Source: an optimization exercise on an open RTL-to-GDS flow (aim: small area, a short achievable clock period and few clock cycles per item). Production flows keep margins and buffers that such runs may drop. Function was checked by simulation only, so behaviour that the tests miss may differ from the original.

===== design.v =====
`timescale 1ns/1ns
`default_nettype none
package mdPkg;
  localparam int XLen = 32;
  localparam logic [2:0] opMul    = 3'b000;
  localparam logic [2:0] opMulh   = 3'b001;
  localparam logic [2:0] opMulhsu = 3'b010;
  localparam logic [2:0] opMulhu  = 3'b011;
  localparam logic [2:0] opDiv    = 3'b100;
  localparam logic [2:0] opDivu   = 3'b101;
  localparam logic [2:0] opRem    = 3'b110;
  localparam logic [2:0] opRemu   = 3'b111;
endpackage
`default_nettype wire
`timescale 1ns/1ns
`default_nettype none
import mdPkg::*;
module multDivUnit (
  input  logic        clk,
  input  logic        reset,
  input  logic [2:0]  reqOp,
  input  logic [31:0] reqLOp,
  input  logic [31:0] reqROp,
  input  logic        reqValid,
  output logic        reqCredit,
  output logic [31:0] respResult,
  output logic        respDivByZero,
  output logic        respDivOverflow,
  output logic        respValid,
  input  logic        respCredit
);
  localparam logic [2:0] sGrant = 3'd0;   
  localparam logic [2:0] sWait  = 3'd1;   
  localparam logic [2:0] sPrep  = 3'd2;   
  localparam logic [2:0] sMul   = 3'd3;   
  localparam logic [2:0] sDiv   = 3'd4;   
  localparam logic [2:0] sCorr  = 3'd5;   
  localparam logic [2:0] sHold  = 3'd6;   
  localparam logic [2:0] sRfix  = 3'd7;   
  logic [2:0]  state;
  logic [1:0]  respCnt;
  logic [33:0] A;
  logic [34:0] H;
  logic [31:0] Lo;
  logic [4:0]  count;
  logic [5:0]  lzR;
  logic        isRem;
  logic        negR;
  logic        divAdd;
  logic        corr;
  logic        selLo;
  logic        dbz;
  logic        ovf;
  logic        yOne;
  logic        yTwo;
  logic        yInv;
  logic        yCin;
  function automatic logic [5:0] clz32(input logic [31:0] v);
    logic [5:0] n;
    n = 6'd32;
    for (int i = 0; i < 32; i++) begin
      if (v[i]) n = 31 - i;
    end
    clz32 = n;
  endfunction
  function automatic logic [2:0] booth(input logic b1, input logic b0, input logic bm);
    booth = {b0 ^ bm, (b1 & ~b0 & ~bm) | (~b1 & b0 & bm), b1};
  endfunction
  logic        inDiv;
  logic        inSgnDiv;
  logic        inNegL;
  logic        inNegR;
  logic        inSgnR;
  logic        inLZero;
  logic [5:0]  inLzL;
  logic [5:0]  inLzR;
  logic [2:0]  inBooth;
  assign inDiv    = reqOp[2];
  assign inSgnDiv = reqOp[2] & ~reqOp[0];
  assign inNegL   = inSgnDiv & reqLOp[31];
  assign inNegR   = inSgnDiv & reqROp[31];
  assign inSgnR   = inDiv ? inSgnDiv : ~reqOp[1];
  assign inLZero  = (reqLOp == 32'd0);
  assign inLzL    = clz32(reqLOp ^ {32{inNegL}});
  assign inLzR    = clz32(reqROp ^ {32{inSgnR & reqROp[31]}});
  assign inBooth  = booth(reqROp[1], reqROp[0], 1'b0);
  logic [2:0]  nextBooth;
  assign nextBooth = booth(Lo[3], Lo[2], Lo[1]);
  logic [1:0] respCntNext;
  logic       avail;
  assign respCntNext = respCnt + {1'b0, respCredit} - {1'b0, respValid};
  assign avail       = (respCntNext != 2'd0);
  logic [34:0] aExt;
  logic [34:0] yVal;
  logic [34:0] sum;
  assign aExt = {A[33], A};
  assign yVal = ({35{yOne}} & aExt) | ({35{yTwo}} & {aExt[33:0], 1'b0});
  prefixAdd #(.N(35)) i_add (
    .a   (H),
    .b   (yVal ^ {35{yInv}}),
    .cin (yCin),
    .s   (sum)
  );
  logic [6:0] shAmt;
  logic       skipDiv;
  logic       qBit;
  logic       fixNeed;
  logic       subNext;
  logic       divNegL;
  assign divNegL = divAdd ^ negR;
  assign shAmt   = {2'b0, count} - {1'b0, lzR} + {6'd0, negR};
  assign skipDiv = dbz | shAmt[6];
  assign qBit    = ~(sum[34] ^ negR);
  assign subNext = ~sum[34] ^ divNegL;
  assign fixNeed = isRem ? negR : (divAdd & ~dbz);
  logic skip4;
  logic lastStep;
  assign skip4    = (state == sMul) && (count >= 5'd3) && (lzR > {count, 1'b0} + 6'd2);
  assign lastStep = skip4 ? (count == 5'd3) : (count == 5'd0);
  always_ff @(posedge clk) begin
    if (reset) begin
      state     <= sGrant;
      respCnt   <= 2'd0;
      reqCredit <= 1'b0;
      respValid <= 1'b0;
    end else begin
      respCnt   <= respCntNext;
      reqCredit <= 1'b0;
      respValid <= 1'b0;
      case (state)
        sGrant: begin
          reqCredit <= 1'b1;
          state     <= sWait;
        end
        sWait: begin
          if (reqValid) state <= inDiv ? sPrep : sMul;
        end
        sPrep: begin
          if (!skipDiv) begin
            state <= sDiv;
          end else if (avail) begin
            respValid <= 1'b1;
            state     <= sGrant;
          end else begin
            state <= sHold;
          end
        end
        sMul: begin
          if (lastStep) begin
            if (corr) begin
              state <= sCorr;
            end else if (avail) begin
              respValid <= 1'b1;
              state     <= sGrant;
            end else begin
              state <= sHold;
            end
          end
        end
        sDiv: begin
          if (lastStep) begin
            if (isRem && !qBit) begin
              state <= sRfix;
            end else if (fixNeed) begin
              state <= sCorr;
            end else if (avail) begin
              respValid <= 1'b1;
              state     <= sGrant;
            end else begin
              state <= sHold;
            end
          end
        end
        sRfix: begin
          if (negR) begin
            state <= sCorr;
          end else if (avail) begin
            respValid <= 1'b1;
            state     <= sGrant;
          end else begin
            state <= sHold;
          end
        end
        default: begin   
          if (avail) begin
            respValid <= 1'b1;
            state     <= sGrant;
          end else begin
            state <= sHold;
          end
        end
      endcase
    end
  end
  always_ff @(posedge clk) begin
    case (state)
      sWait: begin
        if (reqValid) begin
          A      <= {{2{reqLOp[31] & (inNegL | reqOp == opMulh | reqOp == opMulhsu)}}, reqLOp};
          H      <= {{3{inNegR}}, reqROp} & {35{inDiv}};
          Lo     <= reqROp;
          count  <= inDiv ? ((inLzL == 6'd32) ? 5'd31 : inLzL[4:0]) : 5'd15;
          lzR    <= inLzR;
          isRem  <= reqOp[1];
          negR   <= inNegR;
          divAdd <= inNegL ^ inNegR;
          corr   <= ~reqOp[2] & reqOp[1] & reqROp[31];
          selLo  <= (reqOp == opMul) | (reqOp[2:1] == 2'b10);
          dbz    <= inDiv & inLZero;
          ovf    <= inSgnDiv & (reqLOp == 32'hffff_ffff) & (reqROp == 32'h8000_0000);
          {yOne, yTwo, yInv} <= inDiv ? 3'b001 : inBooth;
          yCin   <= ~inDiv & inBooth[0];
        end
      end
      sPrep: begin
        Lo    <= {32{dbz}};
        A     <= A << shAmt[4:0];
        count <= shAmt[4:0];
        if (negR && !skipDiv) H <= sum;
        {yOne, yTwo, yInv, yCin} <= {1'b1, 1'b0, ~divAdd, ~divAdd};
      end
      sMul: begin
        if (skip4) begin
          H     <= {{8{H[34]}}, H[34:8]};
          Lo    <= {H[7:0], Lo[31:8]};
          count <= count - 5'd4;
        end else begin
          H     <= {{2{sum[34]}}, sum[34:2]};
          Lo    <= {sum[1:0], Lo[31:2]};
          count <= count - 5'd1;
        end
        if (lastStep) begin
          {yOne, yTwo, yInv, yCin} <= 4'b1000;
        end else if (skip4) begin
          {yOne, yTwo, yInv, yCin} <= 4'b0000;
        end else begin
          {yOne, yTwo, yInv} <= nextBooth;
          yCin               <= Lo[3];
        end
      end
      sDiv: begin
        Lo    <= {Lo[30:0], qBit};
        count <= count - 5'd1;
        if (lastStep) begin
          if (!isRem) begin
            A <= {2'b0, Lo[30:0], qBit};
            H <= '0;
            if (fixNeed) selLo <= 1'b0;
            {yOne, yTwo, yInv, yCin} <= 4'b1011;
          end else begin
            H <= sum;
            if (qBit) begin
              {yOne, yTwo, yInv, yCin} <= 4'b0001;
            end else begin
              {yOne, yTwo, yInv, yCin} <= {1'b1, 1'b0, subNext, subNext};
            end
          end
        end else begin
          A <= {A[33], A[33:1]};
          H <= sum;
          {yOne, yTwo, yInv, yCin} <= {1'b1, 1'b0, subNext, subNext};
        end
      end
      sRfix: begin
        H <= sum;
        {yOne, yTwo, yInv, yCin} <= 4'b0001;
      end
      sCorr: begin
        H <= sum;
      end
      default: begin
      end
    endcase
  end
  assign respResult      = selLo ? Lo : H[31:0];
  assign respDivByZero   = dbz;
  assign respDivOverflow = ovf;
endmodule
module prefixAdd #(
  parameter int N = 35
) (
  input  logic [N-1:0] a,
  input  logic [N-1:0] b,
  input  logic         cin,
  output logic [N-1:0] s
);
  localparam int L = $clog2(N + 1);
  logic [N:0] g [0:L];
  logic [N:0] p [0:L];
  assign g[0] = {a & b, cin};
  assign p[0] = {a ^ b, 1'b0};
  for (genvar l = 1; l <= L; l++) begin : g_level
    for (genvar i = 0; i <= N; i++) begin : g_bit
      if (i >= (1 << (l - 1))) begin : g_merge
        assign g[l][i] = g[l-1][i] | (p[l-1][i] & g[l-1][i - (1 << (l - 1))]);
        assign p[l][i] = p[l-1][i] & p[l-1][i - (1 << (l - 1))];
      end else begin : g_pass
        assign g[l][i] = g[l-1][i];
        assign p[l][i] = p[l-1][i];
      end
    end
  end
  assign s = p[0][N:1] ^ g[L][N-1:0];
endmodule
`default_nettype wire

===== run.sh =====
#!/bin/bash
# synth_recipe.tcl (not shown) runs the flow's synth.tcl, then flattens the netlist and writes it again
# the make line also repeats each setting of config.mk as NAME=value (left out here)
make -C /OpenROAD-flow-scripts/flow DESIGN_CONFIG=/design/flow/config.mk WORK_HOME=/design/flow/orfs CLKGATE_MAP_FILE= SYNTH_SCRIPT=/design/flow/synth_recipe.tcl finish

===== constraint.sdc =====
create_clock -name core_clock -period 6.0 [get_ports {clk}]
set_input_delay 1.2000 -clock core_clock [delete_from_list [all_inputs] [get_ports {clk}]]
set_output_delay 1.2000 -clock core_clock [all_outputs]
set_load 0.01 [all_outputs]

===== config.mk =====
export PLATFORM = sky130hd
export DESIGN_NAME = multDivUnit
export DESIGN_NICKNAME = multDivUnit
export VERILOG_FILES = /design/flow/design.v
export SDC_FILE = /design/flow/constraint.sdc
export NUM_CORES = 4
export LEC_CHECK = 0
export CAP_MARGIN = 20
export CORE_MARGIN = 2
export CORE_UTILIZATION = 40
export SETUP_SLACK_MARGIN = 1.5
export SLEW_MARGIN = 20

==> out/metrics.cfg, run 1 <==
[timing]
holdWs_ps=684
hold_viol=0
slew_viol_final=0
maxSlewHeadroom=0.320
setup_viol=0
rsz0062_at_grt=no
finalCriticalPeriod_ps=4320
fmax_mhz=231
fin_skew_ps=15.3
tightest_slew_ps=1010
period_share=0.720
finalSetupTns_ps=0

[clock_tree]
clk_pin_slew_ps=70
cts-buffers-inserted=17
cts_tree=done
clock_latency_ps=440
clock-sinks=130
htreeDepth=4
clockBufferDepth=2
cts_root_buf=clkbuf_16

[yosys]
yosysSeqAreaShare=0.280
synth_nets=1840
ys_types=78
synth_cells=1711
syn-cell-area_um2=13700
synth_top_cell_area_share=0.270
netlist_top_cells_area=edfxtp_1 (27%), nand2_1 (5.9%), ha_1 (5.1%)
ys.flop_type=edfxtp_1
async_reset_ff_frac=0
ys_ff_latch=130
avgSynthCellArea_um2=8.00
synth_enable_flop_cells=123
ys_warn_count=4
synth_top_area_cell=edfxtp_1

[critical_path]
cp_data_required_time_ps=6170
r2r_cells=16
crit_end=H[19]
worst_r2r_endpoint=H[19]
r2r-start=count[0]
cp-startpoint=count[0]
worst-setup-path-type=reg2reg
end_kind=register
cp-start-kind=register
critPathArrivalTime_ps=4490
crit_fanout=14
rrSetupSlack_ps=1680

[layout]
drive_gt1_frac=0.100
nets=1885
area_growth_pct=16.3
final_common_cell=nand2_1
antenna_cells=0
most-common-layout-cells=nand2_1 (215), nor2_1 (143), a21oi_1 (132), edfxtp_1 (123), o21ai_0 (118)

[detailed_routing]
drt_iter0_markers=2285
top_layer_used=met5
vias_per_cell=6.54
vias=14500
wl_met2_mm=26.0
drc_errors=0
first_pass_iters=8
routedWlPerCell_um=26.5
wl_mm=58.8
postRouteAntennaNets=0
wl_met1_mm=24.5
met3_length_mm=5.85

[grt]
antenna_found_initial=1
grt_pass1_wl_mm=86.5
grt_pass1_vias=13200
grt-ovfl-total=0
grt_max_degree=73
grtUsageTotal=0.322

[placed_design]
io_buffers=106
place_hpwl_mm=43.6
routabilityCongestion=1.01

[floorplan]
fp.coreArea_um2=33600
die-area_um2=35700
start_util=0.407
dieHeight_um=189
std_cell_rows=67
die_w_um=189
ios=107

[flow_run]
drv_cap=0

[min_path]
min_path_type=reg2reg

[outcome]
status=timing/DRC/antenna clean

critical path, cell delays in order, from the launching register on:
cell,delay [ps]
edfxtp_1,470
inv_1,120
ha_1,320
inv_1,110
ha_1,240
nor2b_1,130
o21a_1,160
o21a_1,160
o21ai_1,250
a21o_1,210
mux2i_1,100
or3b_2,510
nor2_4,250
o21ai_4,230
buf_4,270
a222oi_1,350
o21ai_0,150
layer usage:
metal	GRT usage	up-vias
li1	-	6549
met1	0.450	6930
met2	0.502	901
met3	0.0469	128
met4	0.123	2
met5	0	-
worst min path at each step:
| stage | from | end | depth (start not counted) |
|---|---|---|---|
| 2_1_floorplan | H[33] | H[25] | 2 |
| 3_3_place_gp | respCnt[1] | respCnt[1] | 3 |
| 3_5_place_dp | respCnt[1] | respCnt[1] | 3 |
| 4_1_cts | corr | respValid | 3 |
| 5_1_grt | H[16] | H[8] | 2 |
| 6_report | H[16] | H[8] | 2 |
synth_stat cells, types with 38 or more instances:
| cell type | n |
|---|---|
| a21oi_1 | 134 |
| a22oi_1 | 50 |
| a31oi_1 | 39 |
| clkbuf_1 | 108 |
| edfxtp_1 | 123 |
| ha_1 | 56 |
| inv_1 | 43 |
| mux2_2 | 39 |
| mux2i_1 | 64 |
| nand2_1 | 216 |
| nand3_1 | 66 |
| nor2_1 | 147 |
| nor3_1 | 38 |
| o21ai_0 | 119 |
| xnor2_1 | 67 |
logic make-up after synthesis:
logic type               count (synthesis)  synth area share
AND/OR/NAND/NOR                        589             0.195
AO/OA/AOI/OAI                          551             0.267
buffers and inverters                  179            0.0504
flip-flops                             130             0.280
multiplexers                           112            0.0937
XOR/XNOR                                92            0.0589
adder cells (fa/ha/maj)                 58            0.0541
flip-flops by register name, indices dropped and copies added (netlist names), 2 cells and up:
name and flops:
A 34, H 35, Lo 32, count 5
lzR 6, respCnt 2, state 3
through the flow:
| stage | cell area, um^2 | utilization | setup WS [ps] | instances |
|---|---|---|---|---|
| after CTS | 15700 | 0.468 | 1480 | 2202 |
| final | 15900 | 0.474 | 1680 | 2217 |
| after global placement | 15100 | 0.450 | 1240 | 2168 |
| after detailed placement | 15100 | 0.450 | 1190 | 2168 |
| after global routing | 15900 | 0.474 | 1500 | 2217 |
| after floorplan | 13700 | - | 1780 | 1711 |
final cells by class:
class | count | area, um^2
clock inverters | 15 | 143
clock buffers | 17 | 425
flip-flops and latches | 130 | 3830
repair buffers | 161 | 1510
multi-input cells | 1402 | 9280
fillers | 3324 | 17700
well taps | 448 | 561
inverters | 44 | 165
what timing repair did:
item / 4_1_cts / 5_1_grt
hold buffers: 0 / 0
cloned: 0 / 1
resized for setup: 2 / 15
pin swaps: 0 / 1
setup endpoints to repair: 22 / 32
buffers inserted: 2 / 13
Testbench counts, summed over its fixed seeds: cycles 43,250, ops 3,200.
==> run 2, diff against run 1 <==
--- a/config.mk
+++ b/config.mk
@@ -8,5 +8,5 @@
 export CAP_MARGIN = 20
 export CORE_MARGIN = 2
 export CORE_UTILIZATION = 40
-export SETUP_SLACK_MARGIN = 1.5
+export SETUP_SLACK_MARGIN = 2
 export SLEW_MARGIN = 20
==> run 2 against run 1 <==
Net effect: still clean on timing, DRC and antenna; utilization increased by 1.0 points; first-iteration DRC count fell by 6.6%; critical path depth is the same; clock skew is essentially flat; flip-flop and latch count unchanged; clock-buffer cell count unchanged; synthesized cell count is the same; critical path type unchanged; critical endpoint is now H[21]; largest cell class unchanged.
==> out/metrics.cfg, run 2 <==
[detailed_routing]
drc_errors=0  ; unchanged
wl_mm=60.0  ; was 58.8 mm
drt_iter0_markers=2134  ; was 2285
first_pass_iters=8  ; unchanged
routedWlPerCell_um=26.9  ; was 26.5 um
vias_per_cell=6.60  ; was 6.54
postRouteAntennaNets=0  ; unchanged
vias=14700  ; was 14500

[floorplan]
start_util=0.407  ; unchanged
std_cell_rows=67  ; unchanged
ios=107  ; unchanged
die-area_um2=35700  ; unchanged
dieHeight_um=189  ; unchanged
die_w_um=189  ; unchanged
fp.coreArea_um2=33600  ; unchanged

[yosys]
synth_nets=1840  ; unchanged
yosys-top-cells-count=nand2_1 (216), nor2_1 (147), a21oi_1 (134), edfxtp_1 (123), o21ai_0 (119)  ; unchanged
netlist_top_cells_area=edfxtp_1 (27%), nand2_1 (5.9%), ha_1 (5.1%)  ; unchanged
synth_cells=1711  ; unchanged
ys_types=78  ; unchanged
avgSynthCellArea_um2=8.00  ; unchanged
ys_ff_latch=130  ; unchanged
synth.most_common_cell=nand2_1  ; unchanged
synth_top_area_cell=edfxtp_1  ; unchanged
ys_warn_count=4  ; unchanged
synth_enable_flop_cells=123  ; unchanged
async_reset_ff_frac=0  ; unchanged
synth_top_cell_area_share=0.270  ; unchanged
syn-cell-area_um2=13700  ; unchanged
ys.flop_type=edfxtp_1  ; unchanged
yosysSeqAreaShare=0.280  ; unchanged

[grt]
grt-ovfl-total=0  ; unchanged
grt_pass1_vias=13600  ; was 13200
antenna_found_initial=0  ; was 1
grt_pass1_wl_mm=87.9  ; was 86.5 mm
grtUsageTotal=0.327  ; was 0.322
grt_max_degree=73  ; unchanged

[layout]
multi_input_area_um2=9550  ; was 9280 um^2
top_register=H  ; unchanged
nets=1895  ; was 1885
area_growth_pct=18.8  ; was 16.3%
reg_top3=H x35, A x34, Lo x32  ; unchanged
drive_gt1_frac=0.124  ; was 0.100
n_fill_cell=3232  ; was 3324
largest_reg_flops=35  ; unchanged
final_cells=2227  ; was 2217
most-common-layout-cells=nand2_1 (213), nor2_1 (142), a21oi_1 (130), edfxtp_1 (123), o21ai_0 (113)  ; was nand2_1 (215), nor2_1 (143), a21oi_1 (132), edfxtp_1 (123), o21ai_0 (118)
final_common_cell=nand2_1  ; unchanged
ff_latch_area_um2=3830  ; about the same
antenna_cells=0  ; unchanged

[timing]
slew_viol_final=0  ; unchanged
holdWs_ps=666  ; was 684 ps
maxSlewHeadroom=0.196  ; was 0.320
finalSetupTns_ps=0  ; unchanged
hold_viol=0  ; unchanged
finalCriticalPeriod_ps=4050  ; was 4320 ps
fmax_mhz=247  ; was 231 MHz
fin_skew_ps=15.0  ; was 15.3 ps
rsz0062_at_grt=yes  ; was no
period_share=0.675  ; was 0.720
setup_ws_ps=1950  ; was 1680 ps
tightest_slew_ps=1190  ; was 1010 ps
setup_viol=0  ; unchanged

[critical_path]
critPathArrivalTime_ps=4240  ; was 4490 ps
cp-startpoint=yTwo  ; was count[0]
worst-setup-path-type=reg2reg  ; unchanged
cp-start-kind=register  ; unchanged
crit_fanout=3  ; was 14
end_kind=register  ; unchanged
cp_data_required_time_ps=6190  ; was 6170 ps
r2r-start=yTwo  ; was count[0]

[clock_tree]
clk_pin_slew_ps=70  ; about the same
cts-buffers-inserted=17  ; unchanged
htreeDepth=4  ; unchanged
cts_tree=done  ; unchanged
clock-sinks=130  ; unchanged
clockBufferDepth=2  ; unchanged
clock_latency_ps=450  ; was 440 ps
cts_root_buf=clkbuf_16  ; unchanged
cts_hold_buf=0  ; unchanged

[placed_design]
dp_cells=2165  ; was 2168
routabilityCongestion=0.989  ; was 1.01
io_buffers=106  ; unchanged
place_ws_ps=1250  ; was 1190 ps
place_hpwl_mm=43.7  ; was 43.6 mm

[flow_run]
drv_cap=0  ; unchanged

[min_path]
min_path_type=reg2reg  ; unchanged
hp-start=corr  ; was H[16]

[outcome]
status=timing/DRC/antenna clean  ; unchanged

## run 2: changes by cell type in the layout (fill, tap and decap cells not counted), moves of 3 or more
cell	previous run	this run
a22oi_1	50	43
a22oi_2	0	7
buf_4	49	55
buf_6	0	5
inv_6	8	4
o21ai_0	118	113
o21ai_2	1	4
xnor2_1	63	57
xnor2_2	4	10
## run 2: worst max-delay path: stages, from the launching register on
cell and delay, ps:
edfxtp_1 470, buf_6 170, a22oi_2 160, xnor2_1 100
ha_1 310, and2b_1 190, o2111ai_2 230, a21boi_2 110
a32o_2 310, a221o_2 390, a311o_4 360, buf_4 160
inv_1 40, o21ai_0 80, xor2_1 180, a222oi_1 420
o21ai_1 130
## run 2: per-layer routing
layer,track usage,share of wire,vias to the layer above
met2,0.512,0.45,910
met1,0.450,0.42,7108
met4,0.136,0.044,0
li1,-,-,6566
met5,0,0,-
met3,0.0495,0.090,122
## run 2: repair_timing
item,4_1_cts,5_1_grt
setup endpoints to repair,84,87
setup buffers,18,9
resized for setup,36,40
cloned,0,3
pin swaps,20,17
## run 2: logic make-up (layout without fill, tap and decap cells)
family | count (synthesis) | count (layout) | synth area share
multiplexers | 112 | 112 | 0.0937
flip-flops | 130 | 130 | 0.280
XOR/XNOR | 92 | 92 | 0.0589
adder cells (fa/ha/maj) | 58 | 58 | 0.0541
AND/OR/NAND/NOR | 589 | 591 | 0.195
AO/OA/AOI/OAI | 551 | 551 | 0.267
buffers and inverters | 179 | 245 | 0.0504
## run 2: final timing paths
| kind | end | slack, ps | cells after the start |
|---|---|---|---|
| worst max-delay path | H[21] | 1950 | 16 |
| worst max register to register | H[21] | 1950 | 16 |
| worst min register to register | respValid | 670 | 3 |
| worst min-delay path | respValid | 670 | 3 |
## run 2: final cells by class
type / count / area share
clock buffers: 17 / 0.0262
clock inverters: 15 / 0.00823
inverters: 44 / 0.0102
multi-input cells: 1404 / 0.587
flip-flops and latches: 130 / 0.236
well taps: 448 / 0.0345
repair buffers: 169 / 0.0979
## run 2: stage by stage
step / util / cell area [um^2]
floorplan: - / 13700
global placement: 0.450 / 15100
detailed placement: 0.450 / 15100
CTS: 0.475 / 16000
global route: 0.484 / 16300
finish: 0.484 / 16300

re-timing with driven ports:
No port has a modelled driver above. Below, the same layouts with a new extraction and two added sets of constraints.
Step 1, drivers: a clkbuf_16 drives clk and a buf_2 each remaining input, both assumed.
Step 2 also shifts input and output timing later by t, the mid clock arrival at the registers, as if the neighbouring blocks saw the same clock.
Slacks: ideal ports / drivers / drivers and shift; pairs: ideal ports / drivers.
| run | t, ns | setup slack, ns | hold slack, ns | worst setup path after step 2 | worst register clock-pin slew, ns |
|---|---|---|---|---|---|
| run 1 | 0.482 | 1.679 / 1.679 / 1.316 | 0.684 / 0.684 / 0.684 | input to register | 0.07 / 0.07 |
| run 2 | 0.495 | 1.950 / 1.950 / 1.703 | 0.666 / 0.666 / 0.666 | input to register | 0.07 / 0.07 |
After both steps setup and hold are still met in every run listed. The setup slack of run 1, which loses most, moves by 0.000 ns with the drivers and by -0.363 ns with both steps.
